This design comes from an exercise in tuning for small area, a short achievable clock period and few clock cycles on the open sky130 flow, not from production work. For this run, only the layout was checked, not whether the RTL still works. Power figures rest on the tool's default switching activity, not on a simulated workload.

==> flow/design.v <==
package mul_accel_pkg;
  typedef logic [31:0] word_t;
  typedef logic [31:0] addr_t;
  typedef logic [15:0] operand_t;
  typedef logic [3:0]  shift_t;
  typedef enum logic [2:0] {IDLE, RD_A, WT_A, RD_B, WT_B, FEED, DRAIN, WR_C} stream_state_e;
  localparam addr_t CsrShift  = 32'd0;
  localparam addr_t CsrCommit = 32'd1;
  localparam addr_t CsrCount  = 32'd2;
  localparam addr_t CsrBaseA  = 32'd0;
  localparam addr_t CsrBaseB  = 32'd1;
  localparam addr_t CsrBaseC  = 32'd2;
  localparam addr_t CsrLength = 32'd3;
  localparam addr_t CsrStart  = 32'd4;
  localparam addr_t CsrStatus = 32'd5;
endpackage
module mul_step (
  input  logic [15:0] a,
  input  logic [3:0]  one,
  input  logic [3:0]  two,
  input  logic [3:0]  neg,
  input  logic        top,
  input  logic [15:0] addend,
  output logic [23:0] msum
);
  logic w1, w2, w3, w4, w5, w6, w7, w8, w9, w10, w11, w12, w13, w14, w15, w16, w17, w18, w19, w20, w21, w22, w23, w24, w25, w26, w27, w28, w29, w30, w31, w32, w33, w34, w35, w36, w37, w38, w39, w40, w41, w42, w43, w44, w45, w46, w47, w48, w49, w50, w51, w52, w53, w54, w55, w56, w57, w58, w59, w60, w61, w62, w63, w64, w65, w66, w67, w68, w69, w70, w71, w72, w73, w74, w75, w76, w77, w78, w79, w80, w81, w82, w83, w84, w85, w86, w87, w88, w89, w90, w91, w92, w93, w94, w95, w96, w97, w98, w99, w100, w101, w102, w103, w104, w105, w106, w107, w108, w109, w110, w111, w112, w113, w114, w115, w116, w117, w118, w119, w120, w121, w122, w123, w124, w125, w126, w127, w128, w129, w130, w131, w132, w133, w134, w135, w136, w137, w138, w139, w140, w141, w142, w143, w144, w145, w146, w147, w148, w149, w150, w151, w152, w153, w154, w155, w156, w157, w158, w159, w160, w161, w162, w163, w164, w165, w166, w167, w168, w169, w170, w171, w172, w173, w174, w175, w176, w177, w178, w179, w180, w181, w182, w183, w184, w185, w186, w187, w188, w189, w190, w191, w192, w193, w194, w195, w196, w197, w198, w199, w200, w201, w202, w203, w204, w205, w206, w207, w208, w209, w210, w211, w212, w213, w214, w215, w216, w217, w218, w219, w220, w221, w222, w223, w224, w225, w226, w227, w228, w229, w230, w231, w232, w233, w234, w235, w236, w237, w238, w239, w240, w241, w242, w243, w244, w245, w246, w247, w248, w249, w250, w251, w252, w253, w254, w255, w256, w257, w258, w259, w260, w261, w262, w263, w264, w265, w266, w267, w268, w269, w270, w271, w272, w273, w274, w275, w276, w277, w278, w279, w280, w281, w282, w283, w284, w285, w286, w287, w288, w289, w290, w291, w292, w293, w294, w295, w296, w297, w298, w299, w300, w301, w302, w303, w304, w305, w306, w307, w308, w309, w310, w311, w312, w313, w314, w315, w316, w317, w318, w319, w320, w321, w322, w323, w324, w325, w326, w327, w328, w329, w330, w331, w332, w333, w334, w335, w336, w337, w338, w339, w340, w341, w342, w343, w344, w345, w346, w347, w348, w349, w350, w351, w352, w353, w354, w355, w356, w357, w358, w359, w360, w361, w362, w363, w364, w365, w366, w367, w368, w369, w370, w371, w372, w373, w374, w375, w376, w377, w378, w379, w380, w381, w382, w383, w384, w385, w386, w387, w388, w389, w390, w391, w392, w393, w394, w395, w396, w397, w398, w399, w400, w401, w402, w403, w404, w405, w406, w407, w408, w409, w410, w411, w412, w413, w414, w415, w416, w417, w418, w419, w420, w421, w422, w423, w424, w425, w426, w427, w428, w429, w430, w431, w432, w433, w434, w435, w436, w437, w438, w439, w440, w441, w442, w443, w444, w445, w446, w447, w448, w449, w450, w451, w452, w453, w454, w455, w456, w457, w458, w459, w460, w461, w462, w463, w464, w465, w466, w467, w468, w469, w470, w471, w472, w473, w474, w475, w476, w477, w478, w479, w480, w481, w482, w483, w484, w485, w486, w487, w488, w489, w490, w491, w492, w493, w494, w495, w496, w497, w498, w499, w500, w501;
  assign w1 = ((one[0] & a[0])) ^ neg[0];
  assign w2 = ((one[0] & a[1]) | (two[0] & a[0])) ^ neg[0];
  assign w3 = ((one[0] & a[2]) | (two[0] & a[1])) ^ neg[0];
  assign w4 = ((one[0] & a[3]) | (two[0] & a[2])) ^ neg[0];
  assign w5 = ((one[0] & a[4]) | (two[0] & a[3])) ^ neg[0];
  assign w6 = ((one[0] & a[5]) | (two[0] & a[4])) ^ neg[0];
  assign w7 = ((one[0] & a[6]) | (two[0] & a[5])) ^ neg[0];
  assign w8 = ((one[0] & a[7]) | (two[0] & a[6])) ^ neg[0];
  assign w9 = ((one[0] & a[8]) | (two[0] & a[7])) ^ neg[0];
  assign w10 = ((one[0] & a[9]) | (two[0] & a[8])) ^ neg[0];
  assign w11 = ((one[0] & a[10]) | (two[0] & a[9])) ^ neg[0];
  assign w12 = ((one[0] & a[11]) | (two[0] & a[10])) ^ neg[0];
  assign w13 = ((one[0] & a[12]) | (two[0] & a[11])) ^ neg[0];
  assign w14 = ((one[0] & a[13]) | (two[0] & a[12])) ^ neg[0];
  assign w15 = ((one[0] & a[14]) | (two[0] & a[13])) ^ neg[0];
  assign w16 = ((one[0] & a[15]) | (two[0] & a[14])) ^ neg[0];
  assign w17 = ((two[0] & a[15])) ^ neg[0];
  assign w18 = ((one[1] & a[0])) ^ neg[1];
  assign w19 = ((one[1] & a[1]) | (two[1] & a[0])) ^ neg[1];
  assign w20 = ((one[1] & a[2]) | (two[1] & a[1])) ^ neg[1];
  assign w21 = ((one[1] & a[3]) | (two[1] & a[2])) ^ neg[1];
  assign w22 = ((one[1] & a[4]) | (two[1] & a[3])) ^ neg[1];
  assign w23 = ((one[1] & a[5]) | (two[1] & a[4])) ^ neg[1];
  assign w24 = ((one[1] & a[6]) | (two[1] & a[5])) ^ neg[1];
  assign w25 = ((one[1] & a[7]) | (two[1] & a[6])) ^ neg[1];
  assign w26 = ((one[1] & a[8]) | (two[1] & a[7])) ^ neg[1];
  assign w27 = ((one[1] & a[9]) | (two[1] & a[8])) ^ neg[1];
  assign w28 = ((one[1] & a[10]) | (two[1] & a[9])) ^ neg[1];
  assign w29 = ((one[1] & a[11]) | (two[1] & a[10])) ^ neg[1];
  assign w30 = ((one[1] & a[12]) | (two[1] & a[11])) ^ neg[1];
  assign w31 = ((one[1] & a[13]) | (two[1] & a[12])) ^ neg[1];
  assign w32 = ((one[1] & a[14]) | (two[1] & a[13])) ^ neg[1];
  assign w33 = ((one[1] & a[15]) | (two[1] & a[14])) ^ neg[1];
  assign w34 = ((two[1] & a[15])) ^ neg[1];
  assign w35 = ((one[2] & a[0])) ^ neg[2];
  assign w36 = ((one[2] & a[1]) | (two[2] & a[0])) ^ neg[2];
  assign w37 = ((one[2] & a[2]) | (two[2] & a[1])) ^ neg[2];
  assign w38 = ((one[2] & a[3]) | (two[2] & a[2])) ^ neg[2];
  assign w39 = ((one[2] & a[4]) | (two[2] & a[3])) ^ neg[2];
  assign w40 = ((one[2] & a[5]) | (two[2] & a[4])) ^ neg[2];
  assign w41 = ((one[2] & a[6]) | (two[2] & a[5])) ^ neg[2];
  assign w42 = ((one[2] & a[7]) | (two[2] & a[6])) ^ neg[2];
  assign w43 = ((one[2] & a[8]) | (two[2] & a[7])) ^ neg[2];
  assign w44 = ((one[2] & a[9]) | (two[2] & a[8])) ^ neg[2];
  assign w45 = ((one[2] & a[10]) | (two[2] & a[9])) ^ neg[2];
  assign w46 = ((one[2] & a[11]) | (two[2] & a[10])) ^ neg[2];
  assign w47 = ((one[2] & a[12]) | (two[2] & a[11])) ^ neg[2];
  assign w48 = ((one[2] & a[13]) | (two[2] & a[12])) ^ neg[2];
  assign w49 = ((one[2] & a[14]) | (two[2] & a[13])) ^ neg[2];
  assign w50 = ((one[2] & a[15]) | (two[2] & a[14])) ^ neg[2];
  assign w51 = ((two[2] & a[15])) ^ neg[2];
  assign w52 = ((one[3] & a[0])) ^ neg[3];
  assign w53 = ((one[3] & a[1]) | (two[3] & a[0])) ^ neg[3];
  assign w54 = ((one[3] & a[2]) | (two[3] & a[1])) ^ neg[3];
  assign w55 = ((one[3] & a[3]) | (two[3] & a[2])) ^ neg[3];
  assign w56 = ((one[3] & a[4]) | (two[3] & a[3])) ^ neg[3];
  assign w57 = ((one[3] & a[5]) | (two[3] & a[4])) ^ neg[3];
  assign w58 = ((one[3] & a[6]) | (two[3] & a[5])) ^ neg[3];
  assign w59 = ((one[3] & a[7]) | (two[3] & a[6])) ^ neg[3];
  assign w60 = ((one[3] & a[8]) | (two[3] & a[7])) ^ neg[3];
  assign w61 = ((one[3] & a[9]) | (two[3] & a[8])) ^ neg[3];
  assign w62 = ((one[3] & a[10]) | (two[3] & a[9])) ^ neg[3];
  assign w63 = ((one[3] & a[11]) | (two[3] & a[10])) ^ neg[3];
  assign w64 = ((one[3] & a[12]) | (two[3] & a[11])) ^ neg[3];
  assign w65 = ((one[3] & a[13]) | (two[3] & a[12])) ^ neg[3];
  assign w66 = ((one[3] & a[14]) | (two[3] & a[13])) ^ neg[3];
  assign w67 = ((one[3] & a[15]) | (two[3] & a[14])) ^ neg[3];
  assign w68 = ((two[3] & a[15])) ^ neg[3];
  assign w69 = top & a[0];
  assign w70 = top & a[1];
  assign w71 = top & a[2];
  assign w72 = top & a[3];
  assign w73 = top & a[4];
  assign w74 = top & a[5];
  assign w75 = top & a[6];
  assign w76 = top & a[7];
  assign w77 = top & a[8];
  assign w78 = top & a[9];
  assign w79 = top & a[10];
  assign w80 = top & a[11];
  assign w81 = top & a[12];
  assign w82 = top & a[13];
  assign w83 = top & a[14];
  assign w84 = top & a[15];
  assign w85 = w5 ^ w20;
  assign w86 = w5 & w20;
  assign w87 = w6 ^ w21;
  assign w88 = w6 & w21;
  assign w89 = w7 ^ w22 ^ w37;
  assign w90 = (w7 & w22) | (w7 & w37) | (w22 & w37);
  assign w91 = w52 ^ neg[3];
  assign w92 = w52 & neg[3];
  assign w93 = w8 ^ w23 ^ w38;
  assign w94 = (w8 & w23) | (w8 & w38) | (w23 & w38);
  assign w95 = w53 ^ addend[7];
  assign w96 = w53 & addend[7];
  assign w97 = w9 ^ w24 ^ w39;
  assign w98 = (w9 & w24) | (w9 & w39) | (w24 & w39);
  assign w99 = w54 ^ w69 ^ addend[8];
  assign w100 = (w54 & w69) | (w54 & addend[8]) | (w69 & addend[8]);
  assign w101 = w10 ^ w25 ^ w40;
  assign w102 = (w10 & w25) | (w10 & w40) | (w25 & w40);
  assign w103 = w55 ^ w70 ^ addend[9];
  assign w104 = (w55 & w70) | (w55 & addend[9]) | (w70 & addend[9]);
  assign w105 = w11 ^ w26 ^ w41;
  assign w106 = (w11 & w26) | (w11 & w41) | (w26 & w41);
  assign w107 = w56 ^ w71 ^ addend[10];
  assign w108 = (w56 & w71) | (w56 & addend[10]) | (w71 & addend[10]);
  assign w109 = w12 ^ w27 ^ w42;
  assign w110 = (w12 & w27) | (w12 & w42) | (w27 & w42);
  assign w111 = w57 ^ w72 ^ addend[11];
  assign w112 = (w57 & w72) | (w57 & addend[11]) | (w72 & addend[11]);
  assign w113 = w13 ^ w28 ^ w43;
  assign w114 = (w13 & w28) | (w13 & w43) | (w28 & w43);
  assign w115 = w58 ^ w73 ^ addend[12];
  assign w116 = (w58 & w73) | (w58 & addend[12]) | (w73 & addend[12]);
  assign w117 = w14 ^ w29 ^ w44;
  assign w118 = (w14 & w29) | (w14 & w44) | (w29 & w44);
  assign w119 = w59 ^ w74 ^ addend[13];
  assign w120 = (w59 & w74) | (w59 & addend[13]) | (w74 & addend[13]);
  assign w121 = w15 ^ w30 ^ w45;
  assign w122 = (w15 & w30) | (w15 & w45) | (w30 & w45);
  assign w123 = w60 ^ w75 ^ addend[14];
  assign w124 = (w60 & w75) | (w60 & addend[14]) | (w75 & addend[14]);
  assign w125 = w16 ^ w31 ^ w46;
  assign w126 = (w16 & w31) | (w16 & w46) | (w31 & w46);
  assign w127 = w61 ^ w76 ^ addend[15];
  assign w128 = (w61 & w76) | (w61 & addend[15]) | (w76 & addend[15]);
  assign w129 = w17 ^ w32 ^ w47;
  assign w130 = (w17 & w32) | (w17 & w47) | (w32 & w47);
  assign w131 = w62 ^ w77;
  assign w132 = w62 & w77;
  assign w133 = neg[0] ^ w33 ^ w48;
  assign w134 = (neg[0] & w33) | (neg[0] & w48) | (w33 & w48);
  assign w135 = w63 ^ w78;
  assign w136 = w63 & w78;
  assign w137 = neg[0] ^ w34 ^ w49;
  assign w138 = (neg[0] & w34) | (neg[0] & w49) | (w34 & w49);
  assign w139 = w64 ^ w79;
  assign w140 = w64 & w79;
  assign w141 = neg[0] ^ neg[1] ^ w50;
  assign w142 = (neg[0] & neg[1]) | (neg[0] & w50) | (neg[1] & w50);
  assign w143 = w65 ^ w80;
  assign w144 = w65 & w80;
  assign w145 = neg[0] ^ neg[1] ^ w51;
  assign w146 = (neg[0] & neg[1]) | (neg[0] & w51) | (neg[1] & w51);
  assign w147 = w66 ^ w81;
  assign w148 = w66 & w81;
  assign w149 = neg[0] ^ neg[1] ^ neg[2];
  assign w150 = (neg[0] & neg[1]) | (neg[0] & neg[2]) | (neg[1] & neg[2]);
  assign w151 = w67 ^ w82;
  assign w152 = w67 & w82;
  assign w153 = neg[0] ^ neg[1] ^ neg[2];
  assign w154 = (neg[0] & neg[1]) | (neg[0] & neg[2]) | (neg[1] & neg[2]);
  assign w155 = w68 ^ w83;
  assign w156 = w68 & w83;
  assign w157 = neg[0] ^ neg[1] ^ neg[2];
  assign w158 = (neg[0] & neg[1]) | (neg[0] & neg[2]) | (neg[1] & neg[2]);
  assign w159 = neg[3] ^ w84;
  assign w160 = neg[3] & w84;
  assign w161 = w3 ^ w18;
  assign w162 = w3 & w18;
  assign w163 = w4 ^ w19;
  assign w164 = w4 & w19;
  assign w165 = w85 ^ w35 ^ neg[2];
  assign w166 = (w85 & w35) | (w85 & neg[2]) | (w35 & neg[2]);
  assign w167 = w86 ^ w87 ^ w36;
  assign w168 = (w86 & w87) | (w86 & w36) | (w87 & w36);
  assign w169 = w88 ^ w89 ^ w91;
  assign w170 = (w88 & w89) | (w88 & w91) | (w89 & w91);
  assign w171 = w90 ^ w92 ^ w93;
  assign w172 = (w90 & w92) | (w90 & w93) | (w92 & w93);
  assign w173 = w94 ^ w96 ^ w97;
  assign w174 = (w94 & w96) | (w94 & w97) | (w96 & w97);
  assign w175 = w98 ^ w100 ^ w101;
  assign w176 = (w98 & w100) | (w98 & w101) | (w100 & w101);
  assign w177 = w102 ^ w104 ^ w105;
  assign w178 = (w102 & w104) | (w102 & w105) | (w104 & w105);
  assign w179 = w106 ^ w108 ^ w109;
  assign w180 = (w106 & w108) | (w106 & w109) | (w108 & w109);
  assign w181 = w110 ^ w112 ^ w113;
  assign w182 = (w110 & w112) | (w110 & w113) | (w112 & w113);
  assign w183 = w114 ^ w116 ^ w117;
  assign w184 = (w114 & w116) | (w114 & w117) | (w116 & w117);
  assign w185 = w118 ^ w120 ^ w121;
  assign w186 = (w118 & w120) | (w118 & w121) | (w120 & w121);
  assign w187 = w122 ^ w124 ^ w125;
  assign w188 = (w122 & w124) | (w122 & w125) | (w124 & w125);
  assign w189 = w126 ^ w128 ^ w129;
  assign w190 = (w126 & w128) | (w126 & w129) | (w128 & w129);
  assign w191 = w130 ^ w132 ^ w133;
  assign w192 = (w130 & w132) | (w130 & w133) | (w132 & w133);
  assign w193 = w134 ^ w136 ^ w137;
  assign w194 = (w134 & w136) | (w134 & w137) | (w136 & w137);
  assign w195 = w138 ^ w140 ^ w141;
  assign w196 = (w138 & w140) | (w138 & w141) | (w140 & w141);
  assign w197 = w142 ^ w144 ^ w145;
  assign w198 = (w142 & w144) | (w142 & w145) | (w144 & w145);
  assign w199 = w146 ^ w148 ^ w149;
  assign w200 = (w146 & w148) | (w146 & w149) | (w148 & w149);
  assign w201 = w150 ^ w152 ^ w153;
  assign w202 = (w150 & w152) | (w150 & w153) | (w152 & w153);
  assign w203 = w154 ^ w156 ^ w157;
  assign w204 = (w154 & w156) | (w154 & w157) | (w156 & w157);
  assign w205 = w1 ^ neg[0];
  assign w206 = w1 & neg[0];
  assign w207 = w2 ^ addend[1];
  assign w208 = w2 & addend[1];
  assign w209 = w161 ^ neg[1] ^ addend[2];
  assign w210 = (w161 & neg[1]) | (w161 & addend[2]) | (neg[1] & addend[2]);
  assign w211 = w162 ^ w163 ^ addend[3];
  assign w212 = (w162 & w163) | (w162 & addend[3]) | (w163 & addend[3]);
  assign w213 = w164 ^ w165 ^ addend[4];
  assign w214 = (w164 & w165) | (w164 & addend[4]) | (w165 & addend[4]);
  assign w215 = w166 ^ w167 ^ addend[5];
  assign w216 = (w166 & w167) | (w166 & addend[5]) | (w167 & addend[5]);
  assign w217 = w168 ^ w169 ^ addend[6];
  assign w218 = (w168 & w169) | (w168 & addend[6]) | (w169 & addend[6]);
  assign w219 = w170 ^ w171 ^ w95;
  assign w220 = (w170 & w171) | (w170 & w95) | (w171 & w95);
  assign w221 = w172 ^ w173 ^ w99;
  assign w222 = (w172 & w173) | (w172 & w99) | (w173 & w99);
  assign w223 = w174 ^ w175 ^ w103;
  assign w224 = (w174 & w175) | (w174 & w103) | (w175 & w103);
  assign w225 = w176 ^ w177 ^ w107;
  assign w226 = (w176 & w177) | (w176 & w107) | (w177 & w107);
  assign w227 = w178 ^ w179 ^ w111;
  assign w228 = (w178 & w179) | (w178 & w111) | (w179 & w111);
  assign w229 = w180 ^ w181 ^ w115;
  assign w230 = (w180 & w181) | (w180 & w115) | (w181 & w115);
  assign w231 = w182 ^ w183 ^ w119;
  assign w232 = (w182 & w183) | (w182 & w119) | (w183 & w119);
  assign w233 = w184 ^ w185 ^ w123;
  assign w234 = (w184 & w185) | (w184 & w123) | (w185 & w123);
  assign w235 = w186 ^ w187 ^ w127;
  assign w236 = (w186 & w187) | (w186 & w127) | (w187 & w127);
  assign w237 = w188 ^ w189 ^ w131;
  assign w238 = (w188 & w189) | (w188 & w131) | (w189 & w131);
  assign w239 = w190 ^ w191 ^ w135;
  assign w240 = (w190 & w191) | (w190 & w135) | (w191 & w135);
  assign w241 = w192 ^ w193 ^ w139;
  assign w242 = (w192 & w193) | (w192 & w139) | (w193 & w139);
  assign w243 = w194 ^ w195 ^ w143;
  assign w244 = (w194 & w195) | (w194 & w143) | (w195 & w143);
  assign w245 = w196 ^ w197 ^ w147;
  assign w246 = (w196 & w197) | (w196 & w147) | (w197 & w147);
  assign w247 = w198 ^ w199 ^ w151;
  assign w248 = (w198 & w199) | (w198 & w151) | (w199 & w151);
  assign w249 = w200 ^ w201 ^ w155;
  assign w250 = (w200 & w201) | (w200 & w155) | (w201 & w155);
  assign w251 = w202 ^ w203 ^ w159;
  assign w252 = (w202 & w203) | (w202 & w159) | (w203 & w159);
  assign w253 = w205 & addend[0];
  assign w254 = w206 & w207;
  assign w255 = w208 & w209;
  assign w256 = w210 & w211;
  assign w257 = w212 & w213;
  assign w258 = w214 & w215;
  assign w259 = w216 & w217;
  assign w260 = w218 & w219;
  assign w261 = w220 & w221;
  assign w262 = w222 & w223;
  assign w263 = w224 & w225;
  assign w264 = w226 & w227;
  assign w265 = w228 & w229;
  assign w266 = w230 & w231;
  assign w267 = w232 & w233;
  assign w268 = w234 & w235;
  assign w269 = w236 & w237;
  assign w270 = w238 & w239;
  assign w271 = w240 & w241;
  assign w272 = w242 & w243;
  assign w273 = w244 & w245;
  assign w274 = w246 & w247;
  assign w275 = w248 & w249;
  assign w276 = w250 & w251;
  assign w277 = w205 ^ addend[0];
  assign w278 = w206 ^ w207;
  assign w279 = w208 ^ w209;
  assign w280 = w210 ^ w211;
  assign w281 = w212 ^ w213;
  assign w282 = w214 ^ w215;
  assign w283 = w216 ^ w217;
  assign w284 = w218 ^ w219;
  assign w285 = w220 ^ w221;
  assign w286 = w222 ^ w223;
  assign w287 = w224 ^ w225;
  assign w288 = w226 ^ w227;
  assign w289 = w228 ^ w229;
  assign w290 = w230 ^ w231;
  assign w291 = w232 ^ w233;
  assign w292 = w234 ^ w235;
  assign w293 = w236 ^ w237;
  assign w294 = w238 ^ w239;
  assign w295 = w240 ^ w241;
  assign w296 = w242 ^ w243;
  assign w297 = w244 ^ w245;
  assign w298 = w246 ^ w247;
  assign w299 = w248 ^ w249;
  assign w300 = w250 ^ w251;
  assign w301 = w254 | (w278 & w253);
  assign w302 = w278 & w277;
  assign w303 = w255 | (w279 & w254);
  assign w304 = w279 & w278;
  assign w305 = w256 | (w280 & w255);
  assign w306 = w280 & w279;
  assign w307 = w257 | (w281 & w256);
  assign w308 = w281 & w280;
  assign w309 = w258 | (w282 & w257);
  assign w310 = w282 & w281;
  assign w311 = w259 | (w283 & w258);
  assign w312 = w283 & w282;
  assign w313 = w260 | (w284 & w259);
  assign w314 = w284 & w283;
  assign w315 = w261 | (w285 & w260);
  assign w316 = w285 & w284;
  assign w317 = w262 | (w286 & w261);
  assign w318 = w286 & w285;
  assign w319 = w263 | (w287 & w262);
  assign w320 = w287 & w286;
  assign w321 = w264 | (w288 & w263);
  assign w322 = w288 & w287;
  assign w323 = w265 | (w289 & w264);
  assign w324 = w289 & w288;
  assign w325 = w266 | (w290 & w265);
  assign w326 = w290 & w289;
  assign w327 = w267 | (w291 & w266);
  assign w328 = w291 & w290;
  assign w329 = w268 | (w292 & w267);
  assign w330 = w292 & w291;
  assign w331 = w269 | (w293 & w268);
  assign w332 = w293 & w292;
  assign w333 = w270 | (w294 & w269);
  assign w334 = w294 & w293;
  assign w335 = w271 | (w295 & w270);
  assign w336 = w295 & w294;
  assign w337 = w272 | (w296 & w271);
  assign w338 = w296 & w295;
  assign w339 = w273 | (w297 & w272);
  assign w340 = w297 & w296;
  assign w341 = w274 | (w298 & w273);
  assign w342 = w298 & w297;
  assign w343 = w275 | (w299 & w274);
  assign w344 = w299 & w298;
  assign w345 = w276 | (w300 & w275);
  assign w346 = w300 & w299;
  assign w347 = w303 | (w304 & w253);
  assign w348 = w304 & w277;
  assign w349 = w305 | (w306 & w301);
  assign w350 = w306 & w302;
  assign w351 = w307 | (w308 & w303);
  assign w352 = w308 & w304;
  assign w353 = w309 | (w310 & w305);
  assign w354 = w310 & w306;
  assign w355 = w311 | (w312 & w307);
  assign w356 = w312 & w308;
  assign w357 = w313 | (w314 & w309);
  assign w358 = w314 & w310;
  assign w359 = w315 | (w316 & w311);
  assign w360 = w316 & w312;
  assign w361 = w317 | (w318 & w313);
  assign w362 = w318 & w314;
  assign w363 = w319 | (w320 & w315);
  assign w364 = w320 & w316;
  assign w365 = w321 | (w322 & w317);
  assign w366 = w322 & w318;
  assign w367 = w323 | (w324 & w319);
  assign w368 = w324 & w320;
  assign w369 = w325 | (w326 & w321);
  assign w370 = w326 & w322;
  assign w371 = w327 | (w328 & w323);
  assign w372 = w328 & w324;
  assign w373 = w329 | (w330 & w325);
  assign w374 = w330 & w326;
  assign w375 = w331 | (w332 & w327);
  assign w376 = w332 & w328;
  assign w377 = w333 | (w334 & w329);
  assign w378 = w334 & w330;
  assign w379 = w335 | (w336 & w331);
  assign w380 = w336 & w332;
  assign w381 = w337 | (w338 & w333);
  assign w382 = w338 & w334;
  assign w383 = w339 | (w340 & w335);
  assign w384 = w340 & w336;
  assign w385 = w341 | (w342 & w337);
  assign w386 = w342 & w338;
  assign w387 = w343 | (w344 & w339);
  assign w388 = w344 & w340;
  assign w389 = w345 | (w346 & w341);
  assign w390 = w346 & w342;
  assign w391 = w351 | (w352 & w253);
  assign w392 = w352 & w277;
  assign w393 = w353 | (w354 & w301);
  assign w394 = w354 & w302;
  assign w395 = w355 | (w356 & w347);
  assign w396 = w356 & w348;
  assign w397 = w357 | (w358 & w349);
  assign w398 = w358 & w350;
  assign w399 = w359 | (w360 & w351);
  assign w400 = w360 & w352;
  assign w401 = w361 | (w362 & w353);
  assign w402 = w362 & w354;
  assign w403 = w363 | (w364 & w355);
  assign w404 = w364 & w356;
  assign w405 = w365 | (w366 & w357);
  assign w406 = w366 & w358;
  assign w407 = w367 | (w368 & w359);
  assign w408 = w368 & w360;
  assign w409 = w369 | (w370 & w361);
  assign w410 = w370 & w362;
  assign w411 = w371 | (w372 & w363);
  assign w412 = w372 & w364;
  assign w413 = w373 | (w374 & w365);
  assign w414 = w374 & w366;
  assign w415 = w375 | (w376 & w367);
  assign w416 = w376 & w368;
  assign w417 = w377 | (w378 & w369);
  assign w418 = w378 & w370;
  assign w419 = w379 | (w380 & w371);
  assign w420 = w380 & w372;
  assign w421 = w381 | (w382 & w373);
  assign w422 = w382 & w374;
  assign w423 = w383 | (w384 & w375);
  assign w424 = w384 & w376;
  assign w425 = w385 | (w386 & w377);
  assign w426 = w386 & w378;
  assign w427 = w387 | (w388 & w379);
  assign w428 = w388 & w380;
  assign w429 = w389 | (w390 & w381);
  assign w430 = w390 & w382;
  assign w431 = w399 | (w400 & w253);
  assign w432 = w400 & w277;
  assign w433 = w401 | (w402 & w301);
  assign w434 = w402 & w302;
  assign w435 = w403 | (w404 & w347);
  assign w436 = w404 & w348;
  assign w437 = w405 | (w406 & w349);
  assign w438 = w406 & w350;
  assign w439 = w407 | (w408 & w391);
  assign w440 = w408 & w392;
  assign w441 = w409 | (w410 & w393);
  assign w442 = w410 & w394;
  assign w443 = w411 | (w412 & w395);
  assign w444 = w412 & w396;
  assign w445 = w413 | (w414 & w397);
  assign w446 = w414 & w398;
  assign w447 = w415 | (w416 & w399);
  assign w448 = w416 & w400;
  assign w449 = w417 | (w418 & w401);
  assign w450 = w418 & w402;
  assign w451 = w419 | (w420 & w403);
  assign w452 = w420 & w404;
  assign w453 = w421 | (w422 & w405);
  assign w454 = w422 & w406;
  assign w455 = w423 | (w424 & w407);
  assign w456 = w424 & w408;
  assign w457 = w425 | (w426 & w409);
  assign w458 = w426 & w410;
  assign w459 = w427 | (w428 & w411);
  assign w460 = w428 & w412;
  assign w461 = w429 | (w430 & w413);
  assign w462 = w430 & w414;
  assign w463 = w447 | (w448 & w253);
  assign w464 = w448 & w277;
  assign w465 = w449 | (w450 & w301);
  assign w466 = w450 & w302;
  assign w467 = w451 | (w452 & w347);
  assign w468 = w452 & w348;
  assign w469 = w453 | (w454 & w349);
  assign w470 = w454 & w350;
  assign w471 = w455 | (w456 & w391);
  assign w472 = w456 & w392;
  assign w473 = w457 | (w458 & w393);
  assign w474 = w458 & w394;
  assign w475 = w459 | (w460 & w395);
  assign w476 = w460 & w396;
  assign w477 = w461 | (w462 & w397);
  assign w478 = w462 & w398;
  assign w479 = w278 ^ w253;
  assign w480 = w279 ^ w301;
  assign w481 = w280 ^ w347;
  assign w482 = w281 ^ w349;
  assign w483 = w282 ^ w391;
  assign w484 = w283 ^ w393;
  assign w485 = w284 ^ w395;
  assign w486 = w285 ^ w397;
  assign w487 = w286 ^ w431;
  assign w488 = w287 ^ w433;
  assign w489 = w288 ^ w435;
  assign w490 = w289 ^ w437;
  assign w491 = w290 ^ w439;
  assign w492 = w291 ^ w441;
  assign w493 = w292 ^ w443;
  assign w494 = w293 ^ w445;
  assign w495 = w294 ^ w463;
  assign w496 = w295 ^ w465;
  assign w497 = w296 ^ w467;
  assign w498 = w297 ^ w469;
  assign w499 = w298 ^ w471;
  assign w500 = w299 ^ w473;
  assign w501 = w300 ^ w475;
  assign msum = {w501, w500, w499, w498, w497, w496, w495, w494, w493, w492, w491, w490, w489, w488, w487, w486, w485, w484, w483, w482, w481, w480, w479, w277};
endmodule
module mul_accel_top #(
  parameter int unsigned StreamerCsrNum = 6
) (
  input  logic  clk_i,
  input  logic  rst_n_i,
  input  mul_accel_pkg::addr_t csr_req_addr_i,
  input  mul_accel_pkg::word_t csr_req_data_i,
  input  logic  csr_req_write_i,
  input  logic  csr_req_valid_i,
  output logic  csr_req_ready_o,
  output mul_accel_pkg::word_t csr_rsp_data_o,
  output logic  csr_rsp_valid_o,
  input  logic  csr_rsp_ready_i,
  output mul_accel_pkg::addr_t tcdm_addr_o,
  output mul_accel_pkg::word_t tcdm_wdata_o,
  output logic  tcdm_write_o,
  output logic  tcdm_req_o,
  input  logic  tcdm_gnt_i,
  input  mul_accel_pkg::word_t tcdm_rdata_i,
  input  logic  tcdm_rvalid_i
);
  logic [31:0] base_a_q, base_b_q, base_c_q, len_q, count_q;
  logic [3:0]  shift_q, cshift_q;
  logic        rsp_valid_q;
  logic [6:0]  rsel_q;
  logic        st_a_q, st_b_q, st_c_q, st_t_q;
  logic        first_q, last_q;
  logic [31:0] idx_q;
  logic [31:0] addr_q;
  logic        ga_q, gb_q, s1_q, s2_q, cv_q;
  logic [15:0] a_q;
  logic [31:0] c_q;
  logic busy;
  assign busy = st_a_q | st_b_q | st_c_q | st_t_q;
  logic       req_fire, wr, hi_zero;
  logic [3:0] a4;
  logic       start;
  assign req_fire = csr_req_valid_i & ~rsp_valid_q;
  assign wr       = req_fire & csr_req_write_i;
  assign hi_zero  = csr_req_addr_i[31:4] == '0;
  assign a4       = csr_req_addr_i[3:0];
  assign start    = wr & hi_zero & (a4 == 4'd4) & ~busy & (len_q != '0);
  logic [6:0] rsel_d;
  logic       rd;
  assign rd = ~csr_req_write_i & hi_zero;
  assign rsel_d = {rd & (a4 == 4'd5) & busy, rd & (a4 == 4'd6), rd & (a4 == 4'd8),
                   rd & (a4 == 4'd3), rd & (a4 == 4'd2), rd & (a4 == 4'd1), rd & (a4 == 4'd0)};
  always_ff @(posedge clk_i or negedge rst_n_i) begin
    if (!rst_n_i) begin
      rsp_valid_q <= 1'b0;
    end else if (req_fire) begin
      rsp_valid_q <= 1'b1;
    end else if (csr_rsp_ready_i) begin
      rsp_valid_q <= 1'b0;
    end
  end
  always_ff @(posedge clk_i or negedge rst_n_i) begin
    if (!rst_n_i) begin
      cpend_q <= 1'b0;
    end else if (req_fire) begin
      cpend_q <= rsel_d[4];
    end else if (csr_rsp_ready_i) begin
      cpend_q <= 1'b0;
    end
  end
  always_ff @(posedge clk_i) begin
    if (req_fire) rsel_q <= rsel_d;
  end
  assign csr_rsp_data_o = ({32{rsel_q[0]}} & base_a_q) | ({32{rsel_q[1]}} & base_b_q) |
                          ({32{rsel_q[2]}} & base_c_q) | ({32{rsel_q[3]}} & len_q) |
                          ({32{rsel_q[4]}} & count_q) | ({32{rsel_q[5]}} & {28'd0, shift_q}) |
                          {31'd0, rsel_q[6]};
  assign csr_req_ready_o = ~rsp_valid_q;
  assign csr_rsp_valid_o = rsp_valid_q;
  always_ff @(posedge clk_i or negedge rst_n_i) begin
    if (!rst_n_i) begin
      base_a_q <= '0;
      base_b_q <= '0;
      base_c_q <= '0;
      len_q    <= '0;
      shift_q  <= '0;
      cshift_q <= '0;
    end else begin
      if (wr && hi_zero && !busy) begin
        if (a4 == 4'd0) base_a_q <= csr_req_data_i;
        if (a4 == 4'd1) base_b_q <= csr_req_data_i;
        if (a4 == 4'd2) base_c_q <= csr_req_data_i;
        if (a4 == 4'd3) len_q    <= csr_req_data_i;
        if (a4 == 4'd7) cshift_q <= shift_q;
      end
      if (wr && hi_zero && a4 == 4'd6) shift_q <= csr_req_data_i[3:0];
    end
  end
  logic gnt_a, gnt_b, gnt_c, adv_c, done;
  assign gnt_a = st_a_q & tcdm_gnt_i;
  assign gnt_b = st_b_q & tcdm_gnt_i;
  assign gnt_c = req_c & tcdm_gnt_i;
  assign adv_c = st_c_q & (first_q | gnt_c);
  assign done  = st_t_q & gnt_c;
  logic cnt_pend, cnt_hold, creq_q, dfr_q, req_c, cpend_q;
  assign cnt_pend = cpend_q;
  assign cnt_hold = cnt_pend | dfr_q;
  assign req_c    = (st_c_q | st_t_q) & cv_q & (creq_q | ~cnt_hold);
  always_ff @(posedge clk_i or negedge rst_n_i) begin
    if (!rst_n_i) begin
      count_q <= '0;
      creq_q  <= 1'b0;
      dfr_q   <= 1'b0;
    end else begin
      creq_q <= req_c & ~tcdm_gnt_i;
      if (!cnt_pend && (gnt_c || dfr_q)) begin
        count_q <= count_q + 32'd1;
        dfr_q   <= 1'b0;
      end else if (gnt_c) begin
        dfr_q   <= 1'b1;
      end
    end
  end
  function automatic logic sum_eq(input logic [31:0] x, input logic [31:0] y, input logic [31:0] k);
    logic ok;
    logic c;
    ok = 1'b1;
    c  = 1'b0;
    for (int i = 0; i < 32; i++) begin
      ok = ok & ((x[i] ^ y[i] ^ k[i]) == c);
      c  = (x[i] & y[i]) | ((x[i] ^ y[i]) & ~k[i]);
    end
    sum_eq = ok;
  endfunction
  logic [31:0] nbase;
  logic        ncin;
  logic [32:0] nsum;
  always_comb begin
    if (st_a_q) begin
      nbase = base_b_q;  ncin = 1'b1;
    end else if (st_b_q || (st_c_q && last_q)) begin
      nbase = base_c_q;  ncin = 1'b0;
    end else begin
      nbase = base_a_q;  ncin = 1'b1;
    end
  end
  assign nsum = {nbase, ncin} + {idx_q, 1'b1};
  always_ff @(posedge clk_i or negedge rst_n_i) begin
    if (!rst_n_i) begin
      st_a_q  <= 1'b0;
      st_b_q  <= 1'b0;
      st_c_q  <= 1'b0;
      st_t_q  <= 1'b0;
      first_q <= 1'b0;
      last_q  <= 1'b0;
      idx_q   <= '1;
      ga_q    <= 1'b0;
      gb_q    <= 1'b0;
      s1_q    <= 1'b0;
      s2_q    <= 1'b0;
      cv_q    <= 1'b0;
    end else begin
      ga_q <= gnt_a;
      gb_q <= gnt_b;
      if (start) begin
        st_a_q  <= 1'b1;
        first_q <= 1'b1;
      end
      if (gnt_a) begin
        st_a_q <= 1'b0;
        st_b_q <= 1'b1;
      end
      if (gnt_b) begin
        st_b_q <= 1'b0;
        st_c_q <= 1'b1;
        idx_q  <= idx_q + 32'd1;
        last_q <= sum_eq(idx_q, 32'd2, len_q);
      end
      if (adv_c) begin
        st_c_q  <= 1'b0;
        first_q <= 1'b0;
        if (last_q) st_t_q <= 1'b1;
        else        st_a_q <= 1'b1;
      end
      if (done) begin
        st_t_q <= 1'b0;
        idx_q  <= '1;
      end
      if (gb_q) s1_q <= 1'b1;
      else if (!cv_q) s1_q <= 1'b0;
      s2_q <= s1_q & ~cv_q;
      if (s2_q) cv_q <= 1'b1;
      else if (gnt_c) cv_q <= 1'b0;
    end
  end
  always_ff @(posedge clk_i) begin
    if (start | gnt_a | gnt_b | adv_c) addr_q <= nsum[32:1];
  end
  assign tcdm_req_o   = st_a_q | st_b_q | req_c;
  assign tcdm_write_o = st_c_q | st_t_q;
  assign tcdm_addr_o  = addr_q;
  logic        s1_fire;
  logic [7:0]  bhi_q;
  logic [3:0]  one_q, two_q, neg_q;
  logic        top_q;
  logic [7:0]  nbyte;
  logic [15:0] addend;
  logic [23:0] msum;
  assign s1_fire = s1_q & ~cv_q;
  assign nbyte   = gb_q ? tcdm_rdata_i[7:0] : bhi_q;
  assign addend  = s2_q ? c_q[31:16] : 16'd0;
  mul_step i_mul_step (
    .a      ( a_q    ),
    .one    ( one_q  ),
    .two    ( two_q  ),
    .neg    ( neg_q  ),
    .top    ( top_q  ),
    .addend ( addend ),
    .msum   ( msum   )
  );
  always_ff @(posedge clk_i) begin
    if (ga_q) a_q <= tcdm_rdata_i[15:0];
    if (gb_q) bhi_q <= tcdm_rdata_i[15:8];
    if (gb_q | s1_fire) begin
      for (int i = 0; i < 4; i++) begin
        logic lo;
        lo = (i == 0) ? 1'b0 : nbyte[2*i-1];
        neg_q[i] <= nbyte[2*i+1];
        one_q[i] <= nbyte[2*i] ^ lo;
        two_q[i] <= (nbyte[2*i+1] & ~nbyte[2*i] & ~lo) | (~nbyte[2*i+1] & nbyte[2*i] & lo);
      end
      top_q <= nbyte[7];
    end
    if (s1_fire | s2_q) c_q[31:8] <= msum;
    if (s2_q) c_q[7:0] <= c_q[15:8];
  end
  assign tcdm_wdata_o = c_q >> cshift_q;
endmodule
==> flow/flow/run.sh <==
#!/bin/bash
set -euo pipefail
bash standard.sh "BUFFER_PORTS_ARGS=-buffer_cell sky130_fd_sc_hd__buf_1" finish > flow_make.log 2>&1
==> flow/standard.sh <==
#!/bin/bash
# synth_recipe.tcl (not shown) runs the flow's synth.tcl, then flattens the netlist and writes it again
# the make line also repeats each setting of config.mk as NAME=value (left out here)
make -C /OpenROAD-flow-scripts/flow DESIGN_CONFIG=/design/flow/config.mk WORK_HOME=/design/flow/orfs CLKGATE_MAP_FILE= SYNTH_SCRIPT=/design/flow/synth_recipe.tcl "${@:-finish}"
==> flow/config.mk <==
export PLATFORM = sky130hd
export DESIGN_NAME = mul_accel_top
export DESIGN_NICKNAME = mul_accel_top
export VERILOG_FILES = /design/flow/design.v
export SDC_FILE = /design/flow/constraint.sdc
export NUM_CORES = 4
export LEC_CHECK = 0
export CAP_MARGIN = 20
export CORE_MARGIN = 8
export CORE_UTILIZATION = 40
export CTS_BUF_LIST = sky130_fd_sc_hd__clkbuf_16
export CTS_CLUSTER_DIAMETER = 100
export CTS_CLUSTER_SIZE = 20
export PLACE_DENSITY = 0.6
export SETUP_SLACK_MARGIN = 4
export SLEW_MARGIN = 20
==> flow/constraint.sdc <==
create_clock -name core_clock -period 8.0 [get_ports {clk_i}]
set_input_delay 1.6000 -clock core_clock [delete_from_list [all_inputs] [get_ports {clk_i}]]
set_output_delay 1.6000 -clock core_clock [all_outputs]
set_load 0.01 [all_outputs]
==> impl_metrics.env <==
export IMPL_ys_seq_area_share_pct=39.4
export IMPL_antenna_cells=0
export IMPL_setup_tns_ns=0
export IMPL_cts_buffers=21
export IMPL_rows=85
export IMPL_critical_path_arrival_ns=4.97
export IMPL_vias=17416
export IMPL_grt_max_degree=82
export IMPL_initial_core_util_pct=40.5
export IMPL_grt_overflow_total=0
export IMPL_cts_buffer_depth=3
export IMPL_cts_sinks=322
export IMPL_track_usage_pct=19.4
export IMPL_grt_pass1_vias=17167
export IMPL_synth_top_area_cell="dfrtp_1"
export IMPL_routedWlPerCell_um=20.9
export IMPL_area_growth_pct=14.5
export IMPL_min_period_ns=4.70
export IMPL_path_delay_family="adder cells"
export IMPL_grt_first_pass_wirelength_um=98600
export IMPL_place_congestion=0.874
export IMPL_clk_pin_slew_ns=0.09
export IMPL_dp_cells=2941
export IMPL_drive_above_1_share_pct=16.5
export IMPL_slew_headroom_pct=33.7
export IMPL_tightest_slew_ns=0.992
export IMPL_dr_wl_met2_um=29200
export IMPL_final_max_slew_viol_count=0
export IMPL_drc=0
export IMPL_finalHoldViolations=0
export IMPL_antenna_found_initial=2
export IMPL_worstSetupEndpointType="flip-flop"
export IMPL_max_freq_mhz=213
export IMPL_status="no timing/DRC/antenna violations"
export IMPL_crit_top_cell="fa_1"
export IMPL_tritoncts="built"
export IMPL_fp_dieW_um=250
export IMPL_skew_ns=0.0429
export IMPL_dp_slack_ns=2.94
export IMPL_layout_setup_ws_ns=3.30
export IMPL_synth_distinct_cells=73
export IMPL_wl_met1_um=29100
export IMPL_port_buffers=185
export IMPL_num_fill_cells=5070
export IMPL_core_area_sq_um=54000
export IMPL_fp_dieH_um=250
export IMPL_synth_top_area_share_pct=20.9
export IMPL_worstPathRequired_ns=8.28
export IMPL_drt_wl_total_um=63500
export IMPL_avgSynthCellArea_sq_um=10.2
export IMPL_crit_type="reg -> reg"
export IMPL_synth_area_sq_um=21900
export IMPL_yosysMostFrequentCell="nand2_1"
export IMPL_async_flop_share_pct=66.8
export IMPL_ios=203
export IMPL_peakVddDrop_v=0.000125
export IMPL_drtAntennaViolNets=0
export IMPL_yosys_top_cells_area="dfrtp_1 21%, edfxtp_1 15%, fa_1 5.9%"
export IMPL_crit_path_max_fanout=7
export IMPL_wl_met3_um=4330
export IMPL_h_tree_depth=1
export IMPL_synthesis_nets=2423
export IMPL_rsz0062_at_grt="true"
export IMPL_worstSkewPairLatency_ns=0.56
export IMPL_cp_slowest_stage_delay_ns=0.54
export IMPL_path_buf_inv=2
export IMPL_fin_cells=3036
export IMPL_fin_nets=2595
export IMPL_cellPowerDensity_nw_per_um2=117
export IMPL_holdBufCountCts=0
export IMPL_dieArea_sq_um=62500
export IMPL_ys_flop_type="dfrtp_1"
export IMPL_power_leakage_nw=11.3
export IMPL_holdWs_ns=0.496
export IMPL_ys_seq_elements=322
export IMPL_synth_top_cells_by_count="222 x nand2_1, 183 x dfrtp_1, 174 x inv_1"
export IMPL_highest_layer="met5"
export IMPL_critPathLaunchType="flip-flop"
export IMPL_dp_hpwl_um=46200
export IMPL_yosys_warnings=1
export IMPL_drt_initial_drc_count=1475
export IMPL_min_period_over_period_pct=58.7
export IMPL_viasPerCell=5.74
export IMPL_synthCells=2153
export IMPL_cap_violations=0
export IMPL_crit_chain="a22oi_2, xnor2_2, fa_1, inv_1, fa_1, fa_1, inv_1, ha_4, a2111oi_4, nor3_2, a221oi_2, a21oi_2, a31oi_4, nor3_2, or3b_1"
export IMPL_setup_viol=0
export IMPL_min_path_type="reg -> reg"
export IMPL_root_buffer="clkbuf_16"
export IMPL_drt_pass1_iter_count=8
export IMPL_utilization_pct=46.4
export IMPL_worst_path_max_delay_cell="fa_1"
export IMPL_synth_edf_count=107
layout by cell type, fill, tap and decap left out, drive strengths merged, types with 67 or more instances in the layout:
master,n
ha,102
nand2,222
a22oi,100
o21ai,129
nor2,67
mux2i,68
dfrtp,183
inv,189
xnor2,135
buf,259
mux2,115
a21oi,75
edfxtp,107
state kept, by name, summed over array words and instances (netlist names), 32 cells and up:
name and cells:
base_c_q 32, idx_q 32, addr_q 32, c_q 32, count_q 32, base_b_q 32
len_q 32, base_a_q 32
metal layers:
layer,GRT usage (%),up-vias
li1,-,8046
met4,2.99,4
met3,3.01,54
met5,0,-
met1,27.9,8725
met2,31.4,587
repair_timing:
item,4_1_cts,5_1_grt
gates resized for setup,47,89
setup endpoints to repair,57,45
cloned,3,3
buffers inserted,37,14
pin swaps,8,21
metrics by stage:
step / area [sq um] / power [mW]
detailed placement: 23400 / 1.84
finish: 25100 / 2.93
floorplan: 22200 / 1.77
global route: 25100 / 3.03
CTS: 24600 / 2.96
global placement: 23400 / 1.84
cell type report:
type                            instances  area (sq um)  share of cell area [%]
Timing Repair inverter                  1          7.51                  0.0299
Inverter                              175           663                    2.64
Timing Repair Buffer                  265          1520                    6.07
Tap cell                              696           871                    3.47
Clock inverter                         16          92.6                   0.369
Sequential cell                       322          8640                    34.4
Multi-Input combinational cell       1539         12700                    50.8
Clock buffer                           22           551                    2.19
final timing paths:
| check | start | to | slack (ns) | cells after the start |
|---|---|---|---|---|
| min | s1_q | s1_q | 0.50 | 1 |
| max reg2reg | two_q[0] | c_q[28] | 3.30 | 15 |
| max | two_q[0] | c_q[28] | 3.30 | 15 |
| min in group asynchronous | rst_n_i | base_b_q[19] | 1.16 | 1 |
| max in group asynchronous | rst_n_i | st_a_q | 5.23 | 2 |
| min reg2reg | s1_q | s1_q | 0.50 | 1 |
kinds of logic (layout without fill, tap and decap cells):
logic type                 after synthesis  after routing  share of synthesized area [%]
DFF                                    322            322                           39.4
and+or+nand+nor                        533            533                           11.7
buffers and inverters                  292            479                           5.04
adders and majority gates              167            167                           11.8
AOI/OAI and AO/OA                      444            444                           13.5
xor gates and xnor gates               194            194                           7.76
muxes                                  201            201                           10.9
worst register-to-register path, delay by kind of cell (launching register included):
| kind | cells | cell delay [ns] |
|---|---|---|
| xor gates and xnor gates | 1 | 0.11 |
| adders and majority gates | 4 | 1.81 |
| AOI/OAI and AO/OA | 5 | 1.40 |
| DFF | 1 | 0.52 |
| buffers and inverters | 2 | 0.11 |
| and+or+nand+nor | 3 | 0.50 |
power by group:
group | total, mW | internal [mW] | switching [mW]
sequential | 1.70 | 1.70 | 0.00193
clock | 1.12 | 0.511 | 0.607
combinational | 0.108 | 0.0259 | 0.0822
total | 2.93 | 2.24 | 0.691

[static timing again, ports no longer ideal]
In the flow no input, the clock included, has a driving cell. The finished layout below was timed again as built, in two steps.
Step 1 assumes that a clkbuf_16 drives the clock port and a buf_2 every other input.
Step 2 also shifts input and output timing later by t, the mid clock arrival at the registers, as if the neighbouring blocks saw the same clock.
Slacks: ideal / step 1 / step 2; pairs: ideal / step 1.
shift t [ns]: 0.604
setup WS [ns]: 3.304 / 3.304 / 3.304
hold slack, ns: 0.496 / 0.496 / 0.496
worst register clock-pin slew, ns: 0.10 / 0.10
After both steps this run still meets setup and hold. For this run, drivers alone change the setup slack by 0.000 ns; drivers and shift together by 0.000 ns.
